This is an optimization exercise on Yosys and OpenROAD, whose aim is small area, not a production implementation. In this exercise RTL edits were held to simulation tests only and were not proved equivalent to the original. Power and IR drop assume default switching activity.

`design/flow/config.mk`:
```
export PLATFORM = sky130hd
export DESIGN_NAME = icache_tag_ctrl
export DESIGN_NICKNAME = icache_tag_ctrl
export VERILOG_FILES = /design/flow/design.v
export SDC_FILE = /design/flow/constraint.sdc
export NUM_CORES = 4
export LEC_CHECK = 0
export CAP_MARGIN = 20
export CORE_MARGIN = 2
export CORE_UTILIZATION = 40
export PLACE_DENSITY = 0.6
export SLEW_MARGIN = 20
```
`design/flow/constraint.sdc`:
```
create_clock -name core_clock -period 5.5 [get_ports {clk}]
set_input_delay 1.1000 -clock core_clock [delete_from_list [all_inputs] [get_ports {clk}]]
set_output_delay 1.1000 -clock core_clock [all_outputs]
set_load 0.01 [all_outputs]
```
`design/flow/design.v`:
```
package icache_pkg;
    localparam int INDEX_W = 6;
    localparam int TAG_W   = 8;
    localparam int TXNID_W = 4;
endpackage
`timescale 1ns/1ps
module icache_tag_ctrl (
    input  logic        clk,
    input  logic        rst_n,
    input  logic        req_vld,
    input  logic [23:0] req,
    output logic        req_rdy,
    output logic        res_vld,
    output logic [22:0] res
);
    logic       l_vld;
    logic [7:0] l_tag;
    logic [5:0] l_idx;
    logic       l_one;
    logic [3:0] l_txn;
    logic       sa_vld;
    logic [5:0] sa_idx;
    logic [7:0] sa_t0;
    logic [7:0] sa_t1;
    logic       sb_vld;
    logic [5:0] sb_idx;
    logic [7:0] sb_t0;
    logic [7:0] sb_t1;
    logic [31:0][7:0] t0_m [2];
    logic [31:0][7:0] t1_m [2];
    logic [31:0]      v0_m [2];
    logic [31:0]      lru_m [2];
    logic       r_ha;
    logic       r_wa;
    logic       r_hb;
    logic       r_wb;
    logic [5:0] r_idx;
    logic       r_one;
    logic [3:0] r_txn;
    logic pending;
    logic accept;
    assign pending = sa_vld | sb_vld;
    assign req_rdy = ~pending;
    assign accept  = req_vld & ~pending;
    always_ff @(posedge clk or negedge rst_n) begin
        if (!rst_n) begin
            l_vld <= 1'b0;
        end else begin
            l_vld <= accept;
        end
    end
    always_ff @(posedge clk) begin
        l_tag <= req[23:16];
        l_idx <= req[15:10];
        l_one <= &req[9:4];
        l_txn <= req[3:0];
    end
    logic [7:0] b_tag;
    logic [5:0] b_idx;
    logic [4:0] row_o;
    logic [4:0] row_e;
    assign {b_tag, b_idx} = {l_tag, l_idx} + {13'd0, ~l_one};
    assign row_o = l_idx[5:1];
    assign row_e = l_idx[5:1] + {4'd0, l_idx[0]};
    logic [7:0] o_t0, o_t1, e_t0, e_t1;
    logic       o_v0, e_v0, o_lru, e_lru;
    assign o_t0  = t0_m[1][row_o];
    assign o_t1  = t1_m[1][row_o];
    assign o_v0  = v0_m[1][row_o];
    assign o_lru = lru_m[1][row_o];
    assign e_t0  = t0_m[0][row_e];
    assign e_t1  = t1_m[0][row_e];
    assign e_v0  = v0_m[0][row_e];
    assign e_lru = lru_m[0][row_e];
    logic [7:0] ma_t0, ma_t1, mb_t0, mb_t1;
    logic       ma_v0, mb_v0, lru_a, lru_b;
    assign {ma_t0, ma_t1, ma_v0, lru_a} = l_idx[0] ? {o_t0, o_t1, o_v0, o_lru}
                                                   : {e_t0, e_t1, e_v0, e_lru};
    assign {mb_t0, mb_t1, mb_v0, lru_b} = (l_idx[0] & ~l_one) ? {e_t0, e_t1, e_v0, e_lru} :
                                          (l_idx[0] |  l_one) ? {ma_t0, ma_t1, ma_v0, lru_a}
                                                              : {o_t0, o_t1, o_v0, o_lru};
    function automatic logic [16:0] pick(logic [5:0] idx, logic [16:0] mem);
        logic [16:0] s;
        s = mem;
        if (sb_vld && (sb_idx == idx)) s = {sb_t0, sb_t1, 1'b1};
        if (sa_vld && (sa_idx == idx)) s = {sa_t0, sa_t1, 1'b1};
        pick = s;
    endfunction
    logic [7:0] a_t0, a_t1, bb_t0, bb_t1;
    logic       a_v0, a_v1, bb_v0, bb_v1;
    assign {a_t0, a_t1, a_v0}    = pick(l_idx, {ma_t0, ma_t1, ma_v0});
    assign {bb_t0, bb_t1, bb_v0} = pick(b_idx, {mb_t0, mb_t1, mb_v0});
    assign a_v1  = a_v0 & (a_t1 != a_t0);
    assign bb_v1 = bb_v0 & (bb_t1 != bb_t0);
    logic a_m0, a_m1, b_m0, b_m1;
    logic hit_a, hit_b, vic_a, vic_b, way_a, way_b;
    assign a_m0 = a_v0 && (a_t0 == l_tag);
    assign a_m1 = a_v1 && (a_t1 == l_tag);
    assign b_m0 = bb_v0 && (bb_t0 == b_tag);
    assign b_m1 = bb_v1 && (bb_t1 == b_tag);
    assign hit_a = a_m0 | a_m1;
    assign hit_b = b_m0 | b_m1;
    assign vic_a = a_v0 & (~a_v1 | lru_a);
    assign vic_b = bb_v0 & (~bb_v1 | lru_b);
    assign way_a = hit_a ? ~a_m0 : vic_a;
    assign way_b = hit_b ? ~b_m0 : vic_b;
    logic       we_lo, we_le, d_lo, d_le;
    assign we_lo = l_vld & (l_idx[0] | ~l_one);
    assign we_le = l_vld & (~l_idx[0] | ~l_one);
    assign d_lo  = l_idx[0] ? ~way_a : ~way_b;
    assign d_le  = l_idx[0] ? ~way_b : ~way_a;
    always_ff @(posedge clk) begin
        for (int r = 0; r < 32; r++) begin
            if (we_lo && (row_o == 5'(r))) lru_m[1][r] <= d_lo;
            if (we_le && (row_e == 5'(r))) lru_m[0][r] <= d_le;
        end
    end
    logic load_a, load_b;
    assign load_a = l_vld & ~hit_a;
    assign load_b = l_vld & ~hit_b & ~l_one;
    always_ff @(posedge clk or negedge rst_n) begin
        if (!rst_n) begin
            sa_vld <= 1'b0;
            sb_vld <= 1'b0;
        end else begin
            sa_vld <= load_a;
            sb_vld <= load_b | (sb_vld & sa_vld);
        end
    end
    always_ff @(posedge clk) begin
        sa_idx <= l_idx;
        sa_t0  <= vic_a ? a_t0 : l_tag;
        sa_t1  <= (vic_a | ~a_v1) ? l_tag : a_t1;
        if (load_b) begin
            sb_idx <= b_idx;
            sb_t0  <= vic_b ? bb_t0 : b_tag;
            sb_t1  <= (vic_b | ~bb_v1) ? b_tag : bb_t1;
        end
    end
    logic [5:0] w_idx;
    logic [7:0] w_t0, w_t1;
    assign w_idx = sa_vld ? sa_idx : sb_idx;
    assign w_t0  = sa_vld ? sa_t0 : sb_t0;
    assign w_t1  = sa_vld ? sa_t1 : sb_t1;
    logic [1:0][31:0] w_row;
    always_comb begin
        for (int r = 0; r < 32; r++) begin
            w_row[0][r] = pending & ~w_idx[0] & (w_idx[5:1] == 5'(r));
            w_row[1][r] = pending &  w_idx[0] & (w_idx[5:1] == 5'(r));
        end
    end
    always_ff @(posedge clk or negedge rst_n) begin
        if (!rst_n) begin
            v0_m[0] <= '0;
            v0_m[1] <= '0;
        end else begin
            v0_m[0] <= v0_m[0] | w_row[0];
            v0_m[1] <= v0_m[1] | w_row[1];
        end
    end
    always_ff @(posedge clk) begin
        for (int h = 0; h < 2; h++) begin
            for (int r = 0; r < 32; r++) begin
                if (w_row[h][r]) begin
                    t0_m[h][r] <= w_t0;
                    t1_m[h][r] <= w_t1;
                end
            end
        end
    end
    always_ff @(posedge clk or negedge rst_n) begin
        if (!rst_n) begin
            res_vld <= 1'b0;
        end else begin
            res_vld <= l_vld;
        end
    end
    always_ff @(posedge clk) begin
        r_ha  <= hit_a;
        r_wa  <= way_a;
        r_hb  <= hit_b;
        r_wb  <= way_b;
        r_idx <= l_idx;
        r_one <= l_one;
        r_txn <= l_txn;
    end
    assign res = {r_ha & r_wa, r_ha & ~r_wa, r_wa,
                  r_hb & r_wb, r_hb & ~r_wb, r_wb,
                  r_idx, r_idx + {5'd0, ~r_one}, r_txn, r_ha & r_hb};
endmodule
```
`design/flow/run.sh`:
```
#!/bin/bash
# synth_recipe.tcl (not shown) runs the flow's synth.tcl, then flattens the netlist and writes it again
# the make line also repeats each setting of config.mk as NAME=value (left out here)
make -C /OpenROAD-flow-scripts/flow DESIGN_CONFIG=/design/flow/config.mk WORK_HOME=/design/flow/orfs CLKGATE_MAP_FILE= SYNTH_SCRIPT=/design/flow/synth_recipe.tcl finish
```
==> flow_metrics.env, run 1 <==
export IMPL_status="timing/DRC/antenna clean"
export IMPL_synth_cell_types=100
export IMPL_setup_viol=0
export IMPL_finalNonFillerCells=4841
export IMPL_dp_hpwl_um=93200
export IMPL_routed_via_density=5.89
export IMPL_grt_pass1_vias=28600
export IMPL_max_freq_ghz=0.190
export IMPL_fillers=10600
export IMPL_place_inst=4594
export IMPL_dr_pass1_iters=8
export IMPL_crit_path_max_incr_delay_ns=0.55
export IMPL_multi_input_area_um2=13700
export IMPL_finalHoldViolations=0
export IMPL_ys_async_sr_fraction=0.0554
export IMPL_max_slew_margin=0.187
export IMPL_syn_avg_cell_area_um2=17.6
export IMPL_synth_top_area_cell="edfxtp_1"
export IMPL_yosysMostFrequentCell="edfxtp_1"
export IMPL_die_area_um2=130000
export IMPL_cts_hold_buf=0
export IMPL_final_nets=3116
export IMPL_synthesis_nets=2910
export IMPL_port_buffers=51
export IMPL_clockBufferDepth=3
export IMPL_path_cells="ha_4 > buf_4 > mux4_2 > mux2i_1 > a2111oi_2 > buf_4 > nor3_1 > o31ai_1 > buf_4 > xnor2_1 > nand3_1 > or4_1 > nor4_1 > buf_4 > a211o_1 > o22a_1 > buf_12"
export IMPL_cts_tree="yes"
export IMPL_wire_per_inst_um=30.7
export IMPL_die_y_um=360
export IMPL_grt_ovfl_total=0
export IMPL_postSynthCellCount=2874
export IMPL_core_um2=126000
export IMPL_path_max_fanout=32
export IMPL_critPathSlowestCell="mux4_2"
export IMPL_skew_ns=0.0359
export IMPL_clock_latency_ns=0.77
export IMPL_syn_to_final_growth_pct=14.8
export IMPL_ant_nets=0
export IMPL_crit_type="flop to flop"
export IMPL_start_util=0.403
export IMPL_synth_top_area_frac=0.658
export IMPL_drt_iter0_markers=3566
export IMPL_wl_um=148000
export IMPL_fin_crit_sh=0.958
export IMPL_drive_above_1_share=0.242
export IMPL_grt_total_usage=0.228
export IMPL_cpMostUsedCell="buf_4"
export IMPL_htreeDepth=4
export IMPL_synth_seq_cells=1228
export IMPL_holdCritPathClass="flop to flop"
export IMPL_synth_ff_type="edfxtp_1"
export IMPL_tightest_slew_ns=1.21
export IMPL_maxSlewViolCount=0
export IMPL_end_kind="flop"
export IMPL_yosys_warnings=5
export IMPL_startpoint_type="flop"
export IMPL_cap_violations=0
export IMPL_p_per_area_nw_per_um2=398
export IMPL_grt_max_degree=95
export IMPL_power_leakage_nw=19.5
export IMPL_clk_pin_slew_ns=0.06
export IMPL_numCtsBuffers=130
export IMPL_synthTopCellsByArea="edfxtp_1 (66%), mux4_2 (9.2%), mux2i_1 (3.5%), dfrtp_1 (3.4%), dfxtp_1 (2.0%)"
export IMPL_dieWidth_um=360
export IMPL_rsz0062_at_grt="no"
export IMPL_required_ns=6.10
export IMPL_via_count=28500
export IMPL_period_minus_slack_ns=5.27
export IMPL_gp_congestion=0.951
export IMPL_ir_worst_vdd_mv=0.268
export IMPL_num_rows=130
export IMPL_cts_sinks=1228
export IMPL_cts_root_buf="clkbuf_16"
export IMPL_ys_seq_area_frac=0.711
export IMPL_antenna_found_initial=5
export IMPL_synth_edf_count=1110
export IMPL_netlist_top_cells_count="edfxtp_1 (1110), mux4_2 (208), mux2i_1 (177)"
export IMPL_synth_area_um2=50700
export IMPL_arrival_ns=5.87
export IMPL_ff_latch_area_um2=36000
export IMPL_tns_ns=0
export IMPL_grt_pass1_wl_um=211000
export IMPL_boundaryPins=52
export IMPL_drc=0
[per-stage QoR]
step	hold slack (ns)	power [W]	cell area (um^2)	util	setup slack, ns
2_1_floorplan	0.310	0.0133	50700	-	0.525
3_3_place_gp	0.312	0.0146	53900	0.429	-0.166
3_5_place_dp	0.313	0.0147	53900	0.429	-0.182
4_1_cts	0.311	0.0233	58100	0.462	0.0413
5_1_grt	0.333	0.0239	58200	0.463	0.0182
6_report	0.326	0.0231	58200	0.463	0.232
[flip-flops by register name, indices dropped and copies added, names as in the netlist, 4 cells and up]
| signal | flops |
|---|---|
| t0_m | 512 |
| t1_m | 512 |
| lru_m | 64 |
| v0_m | 64 |
| l_tag | 8 |
| sa_t0 | 8 |
| sa_t1 | 8 |
| sb_t0 | 8 |
| sb_t1 | 8 |
| l_idx | 6 |
| sa_idx | 6 |
| sb_idx | 6 |
| l_txn | 4 |
| r_txn | 4 |
[layer usage]
layer  GRT usage  share of wire  wire [um]  up-vias
li1            -              -          -    11900
met1       0.324           0.42      62700    15000
met2       0.349           0.46      68400     1358
met3      0.0541          0.090      13300      224
met4      0.0664          0.027       4050        0
met5           0              0          0        -
[area by class of cell]
type | count | area share
Multi-Input combinational cell | 1462 | 0.235
Sequential cell | 1228 | 0.619
Timing Repair Buffer | 236 | 0.0364
Inverter | 22 | 0.00142
Antenna cell | 1 | 0.0000430
Clock buffer | 180 | 0.0621
Tap cell | 1650 | 0.0355
Clock inverter | 62 | 0.00961
[worst max-delay path, delay by kind of cell, from the launching register on]
family	cells	cell delay, ns
AO/OA/AOI/OAI	4	0.75
flip-flops	1	0.39
XOR/XNOR	1	0.13
AND/OR/NAND/NOR	4	1.25
multiplexers	2	0.87
adder cells (fa/ha/maj)	1	0.54
buffers and inverters	5	1.15
[final timing paths]
path / startpoint / to / slack, ns / cells after the start
max: l_idx[1] / lru_m[1][3] / 0.23 / 17
min: l_txn[2] / r_txn[2] / 0.33 / 0
max reg2reg: l_idx[1] / lru_m[1][3] / 0.23 / 17
min reg2reg: l_txn[2] / r_txn[2] / 0.33 / 0
max in group asynchronous: rst_n / v0_m[0][12] / 4.02 / 2
min in group asynchronous: rst_n / v0_m[1][27] / 0.34 / 1
[placed cells by master (no fill, tap or decap), types with 23 or more instances in the layout]
cell / Yosys / final
dfrtp_1: 68 / 68
xnor2_1: 48 / 46
mux2_2: 33 / 31
and3_1: 23 / 23
mux4_2: 208 / 208
a21oi_1: 76 / 76
clkdlybuf4s50_1: 0 / 50
nor3_1: 43 / 43
mux2i_1: 177 / 177
nand2_1: 130 / 130
clkbuf_1: 42 / 36
buf_4: 29 / 169
nand3_1: 48 / 48
o21ai_0: 30 / 28
or2_2: 70 / 70
edfxtp_1: 1110 / 1110
xor2_1: 34 / 33
a22oi_1: 61 / 61
dfxtp_1: 50 / 45
nor2_1: 174 / 143
clkbuf_16: 0 / 133
[kinds of logic (layout without fill, tap and decap cells)]
kind of cell,after synthesis,in the layout,synth area share
other cells,0,1,0
simple gates,594,594,0.0586
fa+ha+maj,9,9,0.00222
xor+xnor,87,87,0.0162
mux,437,437,0.142
compound gates,335,335,0.0472
buf+inv,184,500,0.0229
flops,1228,1228,0.711
[report_power, final]
group          switching [W]  leakage [nW]  total, W  internal, W
clock                0.00363          2.04   0.00859      0.00496
combinational        0.00210          6.19   0.00318      0.00108
sequential          0.000241          11.3    0.0114       0.0111
total                0.00597          19.5    0.0231       0.0172
[timing repair]
| item | CTS | global route |
|---|---|---|
| pin swaps | 1 | 1 |
| resized for setup | 1 | 4 |
| cloned | 0 | 0 |
| endpoints found under the setup margin | 65 | 67 |
| setup buffers | 3 | 1 |
==> run 2: changes to the inputs <==
--- a/design/flow/config.mk
+++ b/design/flow/config.mk
@@ -7,6 +7,9 @@
 export LEC_CHECK = 0
 export CAP_MARGIN = 20
 export CORE_MARGIN = 2
-export CORE_UTILIZATION = 40
-export PLACE_DENSITY = 0.6
+export CORE_UTILIZATION = 60
+export CTS_BUF_LIST = sky130_fd_sc_hd__clkbuf_16
+export CTS_CLUSTER_DIAMETER = 60
+export CTS_CLUSTER_SIZE = 40
+export PLACE_DENSITY = 0.7
 export SLEW_MARGIN = 20
==> flow_metrics.env, run 2 <==
export IMPL_status="timing/DRC/antenna clean"
export IMPL_num_rows=106
export IMPL_r2r_end="lru_m[0][3]"
export IMPL_ant_nets=0
export IMPL_skew_ns=0.0541
export IMPL_grt_pass1_vias=27400
export IMPL_ir_worst_vdd_mv=0.383
export IMPL_hold_depth=0
export IMPL_clockBufferDepth=3
export IMPL_ys_async_sr_fraction=0.0554
export IMPL_syn_avg_cell_area_um2=17.6
export IMPL_rr_worst_depth=17
export IMPL_numCtsBuffers=82
export IMPL_tightest_slew_ns=1.02
export IMPL_dpl_worst_slack_ns=0.290
export IMPL_setup_viol=0
export IMPL_power_leakage_nw=19.0
export IMPL_p_seq_frac=0.530
export IMPL_htreeDepth=3
export IMPL_yosys_warnings=5
export IMPL_critPathSlowestCell="a2111oi_1"
export IMPL_max_freq_ghz=0.192
export IMPL_grt_max_degree=88
export IMPL_postSynthCellCount=2874
export IMPL_synth_area_um2=50700
export IMPL_drc=0
export IMPL_cts_sinks=1228
export IMPL_boundaryPins=52
export IMPL_p_int_w=0.0155
export IMPL_startpoint_type="flop"
export IMPL_worst_path_buf_inv=4
export IMPL_holdPathEnd="r_txn[0]"
export IMPL_routed_via_density=6.70
export IMPL_path_cells="ha_4 > ha_4 > buf_4 > mux4_2 > a21oi_1 > a2111oi_1 > nor3_1 > o31ai_1 > buf_4 > xnor2_1 > nand3_1 > or4_1 > nor4_1 > buf_4 > a211o_1 > o32a_1 > buf_4"
export IMPL_fin_ws_ns=0.291
export IMPL_synth_edf_count=1110
export IMPL_antenna_found_initial=5
export IMPL_crit_path_max_incr_delay_ns=0.89
export IMPL_max_slew_margin=0.317
export IMPL_path_max_fanout=32
export IMPL_ys_seq_area_frac=0.711
export IMPL_cpMostUsedCell="buf_4"
export IMPL_synth_seq_cells=1228
export IMPL_clk_pin_slew_ns=0.10
export IMPL_die_area_um2=86800
export IMPL_fin_crit_sh=0.947
export IMPL_drive_above_1_share=0.233
export IMPL_gp_congestion=0.992
export IMPL_hp_start="l_txn[0]"
export IMPL_arrival_ns=5.66
export IMPL_port_buffers=51
export IMPL_cap_violations=0
export IMPL_p_clk_frac=0.324
export IMPL_final_cell_mix="edfxtp_1 (1110), mux4_2 (208), buf_4 (182)"
export IMPL_grt_total_usage=0.319
export IMPL_syn_to_final_growth_pct=11.3
export IMPL_grt_ovfl_total=0
export IMPL_dieWidth_um=295
export IMPL_net_switching_power_w=0.00594
export IMPL_yosysMostFrequentCell="edfxtp_1"
export IMPL_synth_ff_type="edfxtp_1"
export IMPL_finalHoldViolations=0
export IMPL_holdCritPathClass="flop to flop"
export IMPL_cts_hold_buf=0
export IMPL_top_regs="t0_m (512), t1_m (512)"
export IMPL_cts_root_buf="clkbuf_16"
export IMPL_dr_pass1_iters=6
export IMPL_netlist_top_cells_count="edfxtp_1 (1110), mux4_2 (208), mux2i_1 (177)"
export IMPL_synthesis_nets=2910
export IMPL_tns_ns=0
export IMPL_fillers=5509
export IMPL_required_ns=5.95
export IMPL_swShare=0.277
export IMPL_worstReg2RegStart="l_idx[1]"
export IMPL_via_count=28400
export IMPL_rsz0062_at_grt="no"
export IMPL_power_frac_comb=0.146
export IMPL_wire_per_inst_um=32.1
export IMPL_crit_type="flop to flop"
export IMPL_critPathTopFamily="compound AO/OA/AOI/OAI gates"
export IMPL_wl_um=136000
export IMPL_clock_latency_ns=0.69
export IMPL_end_kind="flop"
export IMPL_synth_top_area_frac=0.658
export IMPL_layout_commonest_cell="edfxtp_1"
export IMPL_drt_iter0_markers=4232
export IMPL_core_um2=83700
export IMPL_grt_pass1_wl_um=196000
export IMPL_synth_cell_types=100
export IMPL_r2r_slack_ns=0.29
export IMPL_p_per_area_nw_per_um2=380
export IMPL_die_y_um=295
export IMPL_synthTopCellsByArea="edfxtp_1 (66%), mux4_2 (9.2%), mux2i_1 (3.5%), dfrtp_1 (3.4%), dfxtp_1 (2.0%)"
export IMPL_final_nets=3078
export IMPL_dp_hpwl_um=88200
export IMPL_synth_top_area_cell="edfxtp_1"
export IMPL_period_minus_slack_ns=5.21
export IMPL_cts_tree="yes"
export IMPL_maxSlewViolCount=0
export IMPL_diodes=0
export IMPL_start_util=0.605
==> run 2: per-stage QoR <==
step                      power (W)  hold slack (ns)  utilization  area (um^2)  cells
final                        0.0214            0.338        0.674        56400   4243
after global routing         0.0220            0.345        0.674        56400   4243
after CTS                    0.0214            0.341        0.674        56400   4243
after detailed placement     0.0146            0.315        0.637        53300   4092
after global placement       0.0145            0.318        0.637        53300   4092
after floorplan              0.0133            0.310            -        50700   2874
==> run 2: kinds of logic (layout without fill, tap and decap cells) <==
kind of cell / count (synthesis) / count (layout) / share of synthesized area
muxes: 437 / 437 / 0.142
buffers and inverters: 184 / 419 / 0.0229
AOI/OAI and AO/OA: 335 / 335 / 0.0472
and+or+nand+nor: 594 / 594 / 0.0586
adders and majority gates: 9 / 9 / 0.00222
DFF: 1228 / 1228 / 0.711
xor gates and xnor gates: 87 / 87 / 0.0162
==> run 2: layer usage <==
metal,part of all wire,global-route usage,vias up
li1,-,-,11800
met1,0.41,0.486,14800
met2,0.45,0.476,1637
met3,0.11,0.0730,213
met4,0.024,0.0750,2
met5,0.00017,0,-
==> run 2: worst max path at each step <==
stage	from	endpoint	slack, ns	cells past startpoint
2_1_floorplan	l_idx[0]	sb_idx[0]	0.53	17
3_3_place_gp	l_idx[1]	lru_m[0][10]	-0.05	18
3_5_place_dp	l_idx[1]	lru_m[0][9]	0.29	18
4_1_cts	l_idx[1]	lru_m[0][18]	0.24	18
5_1_grt	l_idx[1]	lru_m[0][16]	0.004	16
6_report	l_idx[1]	lru_m[0][3]	0.29	17
==> run 2: area by class of cell <==
type | instances | area, um^2 | share of cell area
clock buffer | 88 | 2200 | 0.0391
clock inverter | 63 | 887 | 0.0157
inverter | 22 | 82.6 | 0.00146
multi-input combinational | 1462 | 13600 | 0.241
sequential | 1228 | 36000 | 0.639
tap | 1134 | 1420 | 0.0252
timing repair buffer | 246 | 2150 | 0.0381
==> run 2: timing repair <==
item | CTS | global route
setup buffers | 0 | 0
endpoints found under the hold margin | 0 | 0
resized for setup | 0 | 2
setup endpoints to repair | 0 | 51
==> run 2: power groups by stage <==
stage,combinational (W),clock [W],sequential (W)
6_report,0.00312,0.00694,0.0114
5_1_grt,0.00328,0.00734,0.0114
4_1_cts,0.00309,0.00701,0.0113
3_5_place_dp,0.00308,0,0.0116
3_3_place_gp,0.00299,0,0.0115
2_1_floorplan,0.00185,0,0.0114
==> run 3: changes to the inputs <==
==> design/flow/flow/run.sh (new file) <==
#!/bin/bash
# The standard layout with two changes:
#  - ABC maps the logic for area (strash; dch -f; map -a) instead of ORFS's
#    delay-oriented script; the rest of synthesis is unchanged;
#  - clock tree synthesis uses small clock buffers in small clusters and no
#    dummy loads.
# Each tool's output goes to the ORFS logs under orfs/logs, and make's to
# standard_flow.log here.
set -euo pipefail
here=$(pwd)
rm -rf "$here/orfs_scripts"
cp -r "$FLOW_HOME/scripts" "$here/orfs_scripts"
cp "$here/flow/abc_area_map.script" "$here/orfs_scripts/abc_speed.script"
export SCRIPTS_DIR="$here/orfs_scripts"
export CTS_ARGS="-sink_clustering_enable -repair_clock_nets -dont_use_dummy_load -sink_clustering_size 14 -sink_clustering_max_diameter 50 -buf_list sky130_fd_sc_hd__clkbuf_8"
bash standard.sh finish > standard_flow.log 2>&1
==> design/flow/flow/abc_area_map.script (new file) <==
strash
dch -f
map -a
topo
==> design/flow/standard.sh (new file) <==
#!/bin/bash
# synth_recipe.tcl (not shown) runs the flow's synth.tcl, then flattens the netlist and writes it again
# the make line also repeats each setting of config.mk as NAME=value (left out here)
make -C /OpenROAD-flow-scripts/flow DESIGN_CONFIG=/design/flow/config.mk WORK_HOME=/design/flow/orfs CLKGATE_MAP_FILE= SYNTH_SCRIPT=/design/flow/synth_recipe.tcl "${@:-finish}"
--- a/design/flow/config.mk
+++ b/design/flow/config.mk
@@ -8,8 +8,5 @@
 export CAP_MARGIN = 20
 export CORE_MARGIN = 2
 export CORE_UTILIZATION = 60
-export CTS_BUF_LIST = sky130_fd_sc_hd__clkbuf_16
-export CTS_CLUSTER_DIAMETER = 60
-export CTS_CLUSTER_SIZE = 40
 export PLACE_DENSITY = 0.7
 export SLEW_MARGIN = 20
removed: design/flow/run.sh
==> flow_metrics.env, run 3 <==
export IMPL_wl_um=141000
export IMPL_ys_seq_area_frac=0.773
export IMPL_drive_above_1_share=0.157
export IMPL_via_count=31800
export IMPL_r2r_end="lru_m[0][16]"
export IMPL_cts_sinks=1228
export IMPL_whs_ns=0.332
export IMPL_synth_ff_type="edfxtp_1"
export IMPL_synth_fa_ha_area_frac=0.00242
export IMPL_grt_use_met2=0.541
export IMPL_power_leakage_nw=16.9
export IMPL_synth_edf_count=1110
export IMPL_critPathSlowestCell="nand4_1"
export IMPL_skew_ns=0.126
export IMPL_status="timing/DRC/antenna clean"
export IMPL_synth_top_family_by_area="compound AO/OA/AOI/OAI gates"
export IMPL_grt_pass1_vias=30500
export IMPL_rr_worst_depth=22
export IMPL_boundaryPins=52
export IMPL_synthMuxAreaShare=0.000671
export IMPL_routed_via_density=6.89
export IMPL_clock_latency_ns=0.78
export IMPL_ys_async_sr_fraction=0.0554
export IMPL_cpMostUsedCell="o21ai_0"
export IMPL_synthesis_nets=3167
export IMPL_dp_hpwl_um=84400
export IMPL_dieWidth_um=283
export IMPL_required_ns=5.91
export IMPL_top_regs="t0_m (512), t1_m (512)"
export IMPL_syn_avg_cell_area_um2=14.9
export IMPL_hp_start="l_txn[2]"
export IMPL_startpoint_type="flop"
export IMPL_clk_pin_slew_ns=0.06
export IMPL_die_area_um2=79900
export IMPL_holdPathEnd="r_txn[2]"
export IMPL_max_slew_margin=0.262
export IMPL_grt_pass1_wl_um=200000
export IMPL_netlist_top_cells_count="edfxtp_1 (1110), o22ai_1 (451), o21ai_0 (329)"
export IMPL_port_buffers=51
export IMPL_p_per_area_nw_per_um2=373
export IMPL_hold_depth=0
export IMPL_drc=0
export IMPL_end_kind="flop"
export IMPL_ant_nets=0
export IMPL_use_met3=0.0729
export IMPL_synth_area_um2=46600
export IMPL_path_cells="ha_1 > ha_1 > buf_4 > nor2_4 > clkinv_8 > buf_12 > o22ai_1 > o21ai_0 > nand4_1 > nor2_1 > a41oi_2 > nor2_1 > a31oi_1 > o21ai_0 > o21ai_0 > o22ai_1 > nor4_1 > nand4_1 > a311oi_1 > buf_4 > mux2i_4 > buf_12"
export IMPL_final_nets=3608
export IMPL_synth_top_area_frac=0.715
export IMPL_numCtsBuffers=118
export IMPL_synth_compound_area_frac=0.148
export IMPL_cap_violations=0
export IMPL_holdCritPathClass="flop to flop"
export IMPL_fillers=5309
export IMPL_start_util=0.604
export IMPL_ir_worst_vdd_mv=0.268
export IMPL_num_rows=102
export IMPL_fin_crit_sh=0.973
export IMPL_dr_pass1_iters=6
export IMPL_die_y_um=283
export IMPL_post_synth_and_or_nand_nor_area_fraction=0.0588
export IMPL_yosys_warnings=5
export IMPL_synth_top_area_cell="edfxtp_1"
export IMPL_setup_viol=0
export IMPL_yosysMostFrequentCell="edfxtp_1"
export IMPL_wire_per_inst_um=30.5
export IMPL_rsz0062_at_grt="no"
export IMPL_critPathTopFamily="compound AO/OA/AOI/OAI gates"
export IMPL_gp_congestion=0.941
export IMPL_cts_root_buf="clkbuf_8"
export IMPL_arrival_ns=5.76
export IMPL_synth_cell_types=47
export IMPL_power_total_w=0.0197
export IMPL_path_max_fanout=25
export IMPL_crit_path_max_incr_delay_ns=0.35
export IMPL_synth_seq_cells=1228
export IMPL_crit_type="flop to flop"
export IMPL_worst_path_buf_inv=5
export IMPL_max_freq_ghz=0.187
export IMPL_synthXorXnorAreaFrac=0.00789
export IMPL_grt_total_usage=0.347
export IMPL_tightest_slew_ns=1.10
export IMPL_finalHoldViolations=0
export IMPL_syn_to_final_growth_pct=13.3
export IMPL_worstReg2RegStart="l_idx[0]"
export IMPL_grt_busiest_layer="met2"
export IMPL_antenna_found_initial=3
export IMPL_clockBufferDepth=3
export IMPL_final_cell_mix="edfxtp_1 (1110), o22ai_1 (450), o21ai_0 (308)"
export IMPL_postSynthCellCount=3131
export IMPL_drt_iter0_markers=4511
export IMPL_r2r_slack_ns=0.15
export IMPL_period_minus_slack_ns=5.35
export IMPL_synthTopCellsByArea="edfxtp_1 (72%), o22ai_1 (6.1%), dfrtp_1 (3.7%), o21ai_0 (3.5%), dfxtp_1 (2.1%)"
export IMPL_grt_max_degree=75
export IMPL_maxSlewViolCount=0
export IMPL_grt_ovfl_total=0
export IMPL_globalRouteMet1Util=0.486
export IMPL_cts_tree="yes"
export IMPL_layout_commonest_cell="edfxtp_1"
export IMPL_core_um2=77200
export IMPL_htreeDepth=3
## run 3: worst max path at each step
stage | cells after the start | startpoint | end | slack (ns)
final | 22 | l_idx[0] | lru_m[0][16] | 0.15
after global routing | 23 | l_idx[0] | lru_m[0][1] | 0.002
after CTS | 27 | l_idx[0] | lru_m[0][16] | 0.0009
after detailed placement | 23 | l_idx[0] | lru_m[0][31] | -0.19
after global placement | 23 | l_idx[0] | lru_m[0][14] | -0.12
after floorplan | 20 | l_idx[0] | lru_m[0][0] | -0.16
## run 3: timing repair
| action | 4_1_cts | 5_1_grt |
|---|---|---|
| setup buffers | 0 | 14 |
| hold buffers | 0 | 0 |
| endpoints found under the hold margin | 0 | 0 |
| pin swaps | 1 | 9 |
| gates cloned | 3 | 4 |
| setup endpoints to repair | 87 | 101 |
| resized for setup | 4 | 27 |
## run 3: cells by family (layout without fill, tap and decap cells)
kind of cell,after synthesis,count (layout)
AND/OR/NAND/NOR,616,616
adder cells (fa/ha/maj),9,9
other,0,3
XOR/XNOR,42,42
multiplexers,3,5
flip-flops,1228,1228
AO/OA/AOI/OAI,1118,1118
buffers and inverters,115,552
## run 3: area by class of cell
class                   count  area [um^2]  share of cell area
flip-flops and latches   1228        36000               0.682
inverters                 113          523             0.00990
clock buffers             118         1620              0.0307
repair inverters            5         46.3            0.000876
multi-input cells        1790        10600               0.200
repair buffers            316         2700              0.0511
diodes                      3         7.51            0.000142
well taps                1040         1300              0.0246
## run 3: worst register-to-register path: stages (launching register included)
cell      delay (ns)
dfxtp_1         0.32
ha_1            0.23
ha_1            0.31
buf_4           0.17
nor2_4          0.20
clkinv_8        0.19
buf_12          0.29
o22ai_1         0.18
o21ai_0         0.22
nand4_1         0.35
nor2_1          0.11
a41oi_2         0.30
nor2_1          0.07
a31oi_1         0.19
o21ai_0         0.14
o21ai_0         0.31
o22ai_1         0.17
nor4_1          0.28
nand4_1         0.16
a311oi_1        0.29
buf_4           0.29
mux2i_4         0.12
buf_12          0.17
## run 3: routing by layer
metal | share of wire | vias to the layer above
li1 | - | 13400
met1 | 0.37 | 15800
met2 | 0.46 | 2232
met3 | 0.12 | 336
met4 | 0.044 | 0
met5 | 0 | -
## run 3: per-stage QoR
stage	setup slack, ns	instances	cell area, um^2	util	TNS, ns
after floorplan	-0.162	3131	46800	-	-10.38
after CTS	0.000890	4592	52500	0.680	0
after global placement	-0.118	4470	50800	0.658	-7.14
after detailed placement	-0.194	4471	50900	0.659	-13.08
after global routing	0.00215	4611	52800	0.684	0
final	0.149	4613	52800	0.684	0
## run 3: power by group
part / switching [W] / total (W) / internal [W] / leakage (nW)
clock network: 0.00279 / 0.00469 / 0.00189 / 0.848
logic: 0.00248 / 0.00342 / 0.000940 / 4.76
registers: 0.000253 / 0.0116 / 0.0113 / 11.3
total: 0.00552 / 0.0197 / 0.0142 / 16.9
==> run 4: changes to the inputs <==
--- a/design/flow/config.mk
+++ b/design/flow/config.mk
@@ -7,6 +7,6 @@
 export LEC_CHECK = 0
 export CAP_MARGIN = 20
 export CORE_MARGIN = 2
-export CORE_UTILIZATION = 60
-export PLACE_DENSITY = 0.7
+export CORE_UTILIZATION = 70
+export PLACE_DENSITY = 0.8
 export SLEW_MARGIN = 20
==> flow_metrics.env, run 4 <==
export IMPL_clock_latency_ns=0.77
export IMPL_max_slew_margin=0.359
export IMPL_power_total_w=0.0194
export IMPL_dpl_worst_slack_ns=-0.0173
export IMPL_postSynthCellCount=3131
export IMPL_top_regs="t0_m (512), t1_m (512)"
export IMPL_via_count=32300
export IMPL_dp_hpwl_um=81900
export IMPL_finalNonFillerCells=4393
export IMPL_final_nets=3565
export IMPL_grt_pass1_vias=30800
export IMPL_arrival_ns=5.71
export IMPL_rsz0062_at_grt="no"
export IMPL_clockBufferDepth=3
export IMPL_critPathSlowestCell="nand3b_1"
export IMPL_drive_above_1_share=0.143
export IMPL_dieWidth_um=262
export IMPL_port_buffers=51
export IMPL_holdCritPathClass="flop to flop"
export IMPL_synth_edf_count=1110
export IMPL_cap_violations=0
export IMPL_p_per_area_nw_per_um2=372
export IMPL_clk_pin_slew_ns=0.09
export IMPL_fin_crit_sh=0.960
export IMPL_tightest_slew_ns=0.962
export IMPL_ys_seq_area_frac=0.773
export IMPL_boundaryPins=52
export IMPL_synth_top_area_frac=0.715
export IMPL_status="timing/DRC/antenna clean"
export IMPL_wire_per_inst_um=31.1
export IMPL_synthesis_nets=3167
export IMPL_synth_cell_types=47
export IMPL_ir_worst_vdd_mv=0.320
export IMPL_drt_iter0_markers=5908
export IMPL_cts_root_buf="clkbuf_8"
export IMPL_startpoint_type="flop"
export IMPL_numCtsBuffers=107
export IMPL_ant_nets=0
export IMPL_tns_ns=0
export IMPL_synthTopCellsByArea="edfxtp_1 (72%), o22ai_1 (6.1%), dfrtp_1 (3.7%), o21ai_0 (3.5%), dfxtp_1 (2.1%)"
export IMPL_synth_top_area_cell="edfxtp_1"
export IMPL_layout_commonest_cell="edfxtp_1"
export IMPL_crit_path_max_incr_delay_ns=0.40
export IMPL_max_freq_ghz=0.189
export IMPL_crit_type="flop to flop"
export IMPL_synth_seq_cells=1228
export IMPL_routed_via_density=7.34
export IMPL_grt_pass1_wl_um=195000
export IMPL_grt_max_degree=71
export IMPL_final_cell_mix="edfxtp_1 (1110), o22ai_1 (448), o21ai_0 (309)"
export IMPL_grt_total_usage=0.395
export IMPL_synth_ff_type="edfxtp_1"
export IMPL_skew_ns=0.132
export IMPL_whs_ns=0.325
export IMPL_place_inst=4268
export IMPL_required_ns=5.93
export IMPL_end_kind="flop"
export IMPL_power_leakage_nw=16.7
export IMPL_drc=0
export IMPL_period_minus_slack_ns=5.28
export IMPL_yosys_warnings=5
export IMPL_num_rows=94
export IMPL_maxSlewViolCount=0
export IMPL_setup_viol=0
export IMPL_antenna_found_initial=5
export IMPL_syn_to_final_growth_pct=11.8
export IMPL_finalHoldViolations=0
export IMPL_cts_tree="yes"
export IMPL_r2r_slack_ns=0.22
export IMPL_wl_um=136000
export IMPL_gp_congestion=0.979
export IMPL_yosysMostFrequentCell="edfxtp_1"
export IMPL_netlist_top_cells_count="edfxtp_1 (1110), o22ai_1 (451), o21ai_0 (329)"
export IMPL_die_area_um2=68700
export IMPL_ys_async_sr_fraction=0.0554
export IMPL_fin_ws_ns=0.219
export IMPL_syn_avg_cell_area_um2=14.9
export IMPL_grt_ovfl_total=0
export IMPL_cts_sinks=1228
export IMPL_synth_area_um2=46600
export IMPL_path_max_fanout=24
export IMPL_start_util=0.708
export IMPL_path_cells="ha_1 > ha_1 > inv_2 > nor2_4 > clkinv_8 > buf_12 > o22ai_1 > o21ai_0 > nand3_1 > nand3b_1 > nand3_1 > o21ai_1 > o21ai_0 > a221oi_1 > nor2_1 > buf_4 > o22ai_1 > a211oi_1 > nand4_1 > a21boi_4 > buf_4 > mux2i_4"
export IMPL_die_y_um=262
export IMPL_dr_pass1_iters=9
export IMPL_core_um2=65900
export IMPL_htreeDepth=3
-- run 4: cell counts after synthesis --
Identical to the previous run, type by type.
-- run 4: kinds of logic (layout without fill, tap and decap cells) --
group / after synthesis / in the layout / share of synthesized area
AOI/OAI and AO/OA: 1118 / 1118 / 0.148
xor gates and xnor gates: 42 / 42 / 0.00789
adders and majority gates: 9 / 9 / 0.00242
buffers and inverters: 115 / 509 / 0.00942
DFF: 1228 / 1228 / 0.773
muxes: 3 / 5 / 0.000671
other: 0 / 2 / 0
and+or+nand+nor: 616 / 616 / 0.0588
-- run 4: metal layers --
| metal | track usage | part of all wire | wire length, um | up-vias |
|---|---|---|---|---|
| met5 | 0 | 0.00016 | 22 | - |
| met4 | 0.172 | 0.048 | 6580 | 4 |
| met3 | 0.0884 | 0.15 | 19800 | 439 |
| met2 | 0.605 | 0.46 | 62600 | 2871 |
| met1 | 0.557 | 0.35 | 47400 | 15600 |
| li1 | - | - | - | 13300 |
-- run 4: final cells by class --
class | instances | area (um^2)
Clock buffer | 107 | 1470
Timing Repair Buffer | 285 | 2450
Multi-Input combinational cell | 1790 | 10500
Fill cell | 3635 | 13700
Timing Repair inverter | 4 | 37.5
Tap cell | 864 | 1080
Sequential cell | 1228 | 36000
Inverter | 113 | 509
Antenna cell | 2 | 5.00
-- run 4: worst paths after layout --
check / from / endpoint / cells past startpoint
worst min register to register: l_txn[3] / r_txn[3] / 0
worst max-delay path: l_idx[0] / lru_m[0][20] / 22
max in group asynchronous: rst_n / v0_m[0][0] / 1
worst max register to register: l_idx[0] / lru_m[0][20] / 22
min in group asynchronous: rst_n / res_vld / 1
worst min-delay path: l_txn[3] / r_txn[3] / 0
-- run 4: stage by stage --
| step | util | area [um^2] |
|---|---|---|
| floorplan | - | 46800 |
| global placement | 0.765 | 50400 |
| detailed placement | 0.765 | 50400 |
| CTS | 0.788 | 51900 |
| global route | 0.791 | 52100 |
| finish | 0.791 | 52100 |
-- run 4: report_power, final --
group	total [W]	internal, W	leakage (nW)	switching (W)
logic	0.00334	0.000908	4.61	0.00243
clock network	0.00443	0.00172	0.769	0.00271
registers	0.0116	0.0113	11.3	0.000263
total	0.0194	0.0140	16.7	0.00540
-- run 4: critical path, delay by kind of cell (launching register included) --
family          cells  cell delay (ns)
simple gates        6             1.24
mux                 1             0.40
buf+inv             5             0.83
flops               1             0.33
fa+ha+maj           2             0.61
compound gates      8             1.56
-- run 4: repair_timing --
| item | 4_1_cts | 5_1_grt |
|---|---|---|
| cloned | 1 | 5 |
| endpoints found under the setup margin | 64 | 92 |
| hold buffers | 0 | 0 |
| buffers inserted | 0 | 10 |
| pin swaps | 0 | 8 |
| resized for setup | 3 | 22 |
==> run 5: changes to the inputs <==
--- a/design/flow/flow/run.sh
+++ b/design/flow/flow/run.sh
@@ -12,5 +12,5 @@
 cp -r "$FLOW_HOME/scripts" "$here/orfs_scripts"
 cp "$here/flow/abc_area_map.script" "$here/orfs_scripts/abc_speed.script"
 export SCRIPTS_DIR="$here/orfs_scripts"
-export CTS_ARGS="-sink_clustering_enable -repair_clock_nets -dont_use_dummy_load -sink_clustering_size 14 -sink_clustering_max_diameter 50 -buf_list sky130_fd_sc_hd__clkbuf_8"
+export CTS_ARGS="-sink_clustering_enable -repair_clock_nets -dont_use_dummy_load -sink_clustering_size 8 -sink_clustering_max_diameter 50 -buf_list sky130_fd_sc_hd__clkbuf_4"
 bash standard.sh finish > standard_flow.log 2>&1
==> flow_metrics.env, run 5 <==
export IMPL_antenna_found_initial=4
export IMPL_crit_path_end="lru_m[1][8]"
export IMPL_rr_worst_depth=22
export IMPL_holdCritPathClass="input port to async pin"
export IMPL_postSynthCellCount=3131
export IMPL_layout_commonest_cell="edfxtp_1"
export IMPL_dr_pass1_iters=6
export IMPL_routed_via_density=7.33
export IMPL_port_buffers=51
export IMPL_yosys_warnings=5
export IMPL_final_cell_mix="edfxtp_1 (1110), o22ai_1 (448), o21ai_0 (307)"
export IMPL_placed_area_um2=50400
export IMPL_drc=0
export IMPL_worstReg2RegStart="l_idx[0]"
export IMPL_boundaryPins=52
export IMPL_ys_seq_area_frac=0.773
export IMPL_cts_tree="yes"
export IMPL_synthesis_nets=3167
export IMPL_via_count=32700
export IMPL_num_rows=94
export IMPL_tightest_slew_ns=0.974
export IMPL_synth_area_um2=46600
export IMPL_synth_seq_cells=1228
export IMPL_crit_start="l_idx[0]"
export IMPL_end_kind="flop"
export IMPL_r2r_slack_ns=0.15
export IMPL_whs_ns=0.0878
export IMPL_ir_worst_vdd_mv=0.256
export IMPL_grt_pass1_vias=31300
export IMPL_die_area_um2=68700
export IMPL_max_freq_ghz=0.187
export IMPL_synth_ff_type="edfxtp_1"
export IMPL_start_util=0.708
export IMPL_syn_avg_cell_area_um2=14.9
export IMPL_clock_latency_ns=1.06
export IMPL_multi_input_area_um2=10500
export IMPL_synthTopCellsByArea="edfxtp_1 (72%), o22ai_1 (6.1%), dfrtp_1 (3.7%), o21ai_0 (3.5%), dfxtp_1 (2.1%)"
export IMPL_dieWidth_um=262
export IMPL_yosysMostFrequentCell="edfxtp_1"
export IMPL_path_max_fanout=34
export IMPL_tns_ns=0
export IMPL_die_y_um=262
export IMPL_grt_total_usage=0.401
export IMPL_synth_cell_types=47
export IMPL_drive_above_1_share=0.157
export IMPL_ff_latch_area_um2=36000
export IMPL_top_regs="t0_m (512), t1_m (512)"
export IMPL_synth_edf_count=1110
export IMPL_cts_sinks=1228
export IMPL_finalCoreUtilization=0.789
export IMPL_fin_crit_sh=0.972
export IMPL_wire_per_inst_um=30.8
export IMPL_finalNonFillerCells=4460
export IMPL_cap_violations=0
export IMPL_startpoint_type="flop"
export IMPL_crit_type="flop to flop"
export IMPL_final_area_um2=51900
export IMPL_grt_ovfl_total=0
export IMPL_clockBufferDepth=3
export IMPL_grt_max_degree=71
export IMPL_power_leakage_nw=16.7
export IMPL_wl_um=138000
export IMPL_clk_pin_slew_ns=0.10
export IMPL_netlist_top_cells_count="edfxtp_1 (1110), o22ai_1 (451), o21ai_0 (329)"
export IMPL_cts_root_buf="clkbuf_4"
export IMPL_ys_async_sr_fraction=0.0554
export IMPL_final_nets=3630
export IMPL_gp_congestion=0.979
export IMPL_place_inst=4268
export IMPL_max_slew_margin=0.351
export IMPL_synth_top_area_cell="edfxtp_1"
export IMPL_finalHoldViolations=0
export IMPL_grt_pass1_wl_um=197000
export IMPL_setup_viol=0
export IMPL_p_per_area_nw_per_um2=369
export IMPL_required_ns=6.23
export IMPL_fillers=3693
export IMPL_drt_iter0_markers=5886
export IMPL_htreeDepth=4
export IMPL_cts_hold_buf=0
export IMPL_numCtsBuffers=173
export IMPL_maxSlewViolCount=0
export IMPL_ant_nets=0
export IMPL_status="timing/DRC/antenna clean"
export IMPL_skew_ns=0.133
export IMPL_r2r_end="lru_m[1][8]"
export IMPL_dp_hpwl_um=81900
export IMPL_syn_to_final_growth_pct=11.4
export IMPL_arrival_ns=6.08
export IMPL_period_minus_slack_ns=5.35
export IMPL_synth_top_area_frac=0.715
export IMPL_core_um2=65900
-- run 5: cell counts after synthesis --
No cell type changed its count.
-- run 5: final cells by class --
| cell class | instances | share of cell area |
|---|---|---|
| antenna | 4 | 0.000193 |
| timing repair buffer | 284 | 0.0472 |
| tap | 864 | 0.0208 |
| multi-input combinational | 1790 | 0.202 |
| sequential | 1228 | 0.694 |
| timing repair inverter | 4 | 0.000723 |
| inverter | 113 | 0.00997 |
| clock buffer | 173 | 0.0250 |
-- run 5: how the worst min path moves through the flow --
stage / startpoint / cells past startpoint / slack [ns] / endpoint
floorplan: l_txn[0] / 0 / 0.31 / r_txn[0]
global placement: l_txn[1] / 0 / 0.31 / r_txn[1]
detailed placement: l_txn[1] / 0 / 0.32 / r_txn[1]
CTS: rst_n / 1 / 0.21 / v0_m[1][10]
global route: rst_n / 1 / 0.09 / v0_m[1][3]
finish: rst_n / 1 / 0.09 / v0_m[1][14]
-- run 5: where the power goes --
| part | internal [W] | leakage (nW) | switching [W] |
|---|---|---|---|
| clock | 0.00144 | 0.796 | 0.00276 |
| combinational | 0.000908 | 4.62 | 0.00244 |
| sequential | 0.0113 | 11.3 | 0.000264 |
| total | 0.0137 | 16.7 | 0.00546 |
-- run 5: per-layer routing --
metal | GRT usage | up-vias | routed length, um
met4 | 0.181 | 0 | 6430
met5 | 0 | - | 0
met1 | 0.563 | 15600 | 47300
li1 | - | 13500 | -
met2 | 0.607 | 3114 | 62800
met3 | 0.0999 | 462 | 21000
-- run 5: per-stage QoR --
step / setup slack [ns] / total power (W)
5_1_grt: -0.00154 / 0.0197
2_1_floorplan: -0.162 / 0.0134
3_5_place_dp: -0.0173 / 0.0149
4_1_cts: 0.0835 / 0.0190
6_report: 0.152 / 0.0191
3_3_place_gp: 0.116 / 0.0148
-- run 5: timing repair --
action,CTS,global route
gates cloned,2,4
gates resized for setup,4,20
setup endpoints to repair,64,95
buffers inserted,2,7
pin swaps,1,6
-- run 5: cell families (layout without fill, tap and decap cells) --
| family | count (synthesis) | count (layout) | share of synthesized area |
|---|---|---|---|
| fa+ha+maj | 9 | 9 | 0.00242 |
| flops | 1228 | 1228 | 0.773 |
| xor+xnor | 42 | 42 | 0.00789 |
| simple gates | 616 | 616 | 0.0588 |
| other cells | 0 | 4 | 0 |
| compound gates | 1118 | 1118 | 0.148 |
| buf+inv | 115 | 574 | 0.00942 |
| mux | 3 | 5 | 0.000671 |
-- run 5: worst max-delay path: stages, from the launching register on --
cell and delay (ns):
dfxtp_1 0.33, ha_1 0.23, ha_1 0.38, inv_2 0.14, nor2_4 0.07, clkinv_8 0.17
buf_4 0.23, o22ai_1 0.09, o21ai_0 0.34, nand3_1 0.21, nand3b_1 0.43, nand3_1 0.17
o21ai_1 0.16, o21ai_0 0.33, a221oi_1 0.12, nor2_1 0.23, buf_4 0.18, o22ai_1 0.09
a211oi_1 0.23, nand4_1 0.15, a21boi_4 0.18, buf_4 0.19, mux2i_4 0.41

[afterwards: timing with drivers on the ports]
How much do the figures lean on ideal ports? The routed layouts below were timed once more, with nothing changed but the port constraints. Step 1 assumes that a clkbuf_16 drives the clock port and a buf_2 every other input. Step 2 adds t to the input delays and takes it off the output delays; t is the mean of the earliest and latest rising clock arrival at the registers after step 1. Input paths then give back, and output paths get back, about the clock's delay inside the block. Slacks: ideal / step 1 / step 2; pairs: ideal / step 1.
run | t, ns | slack for setup (ns) | clock arrival spread, ns
run 1 | 0.826 | 0.232 / 0.232 / 0.232 | 0.036 / 0.037
run 2 | 0.730 | 0.291 / 0.291 / 0.291 | 0.055 / 0.055
run 3 | 0.784 | 0.149 / 0.149 / 0.149 | 0.127 / 0.127
run 4 | 0.770 | 0.219 / 0.219 / 0.219 | 0.132 / 0.132
run 5 | 1.041 | 0.152 / 0.152 / 0.152 | 0.169 / 0.168
After both steps setup and hold are still met in every run listed.
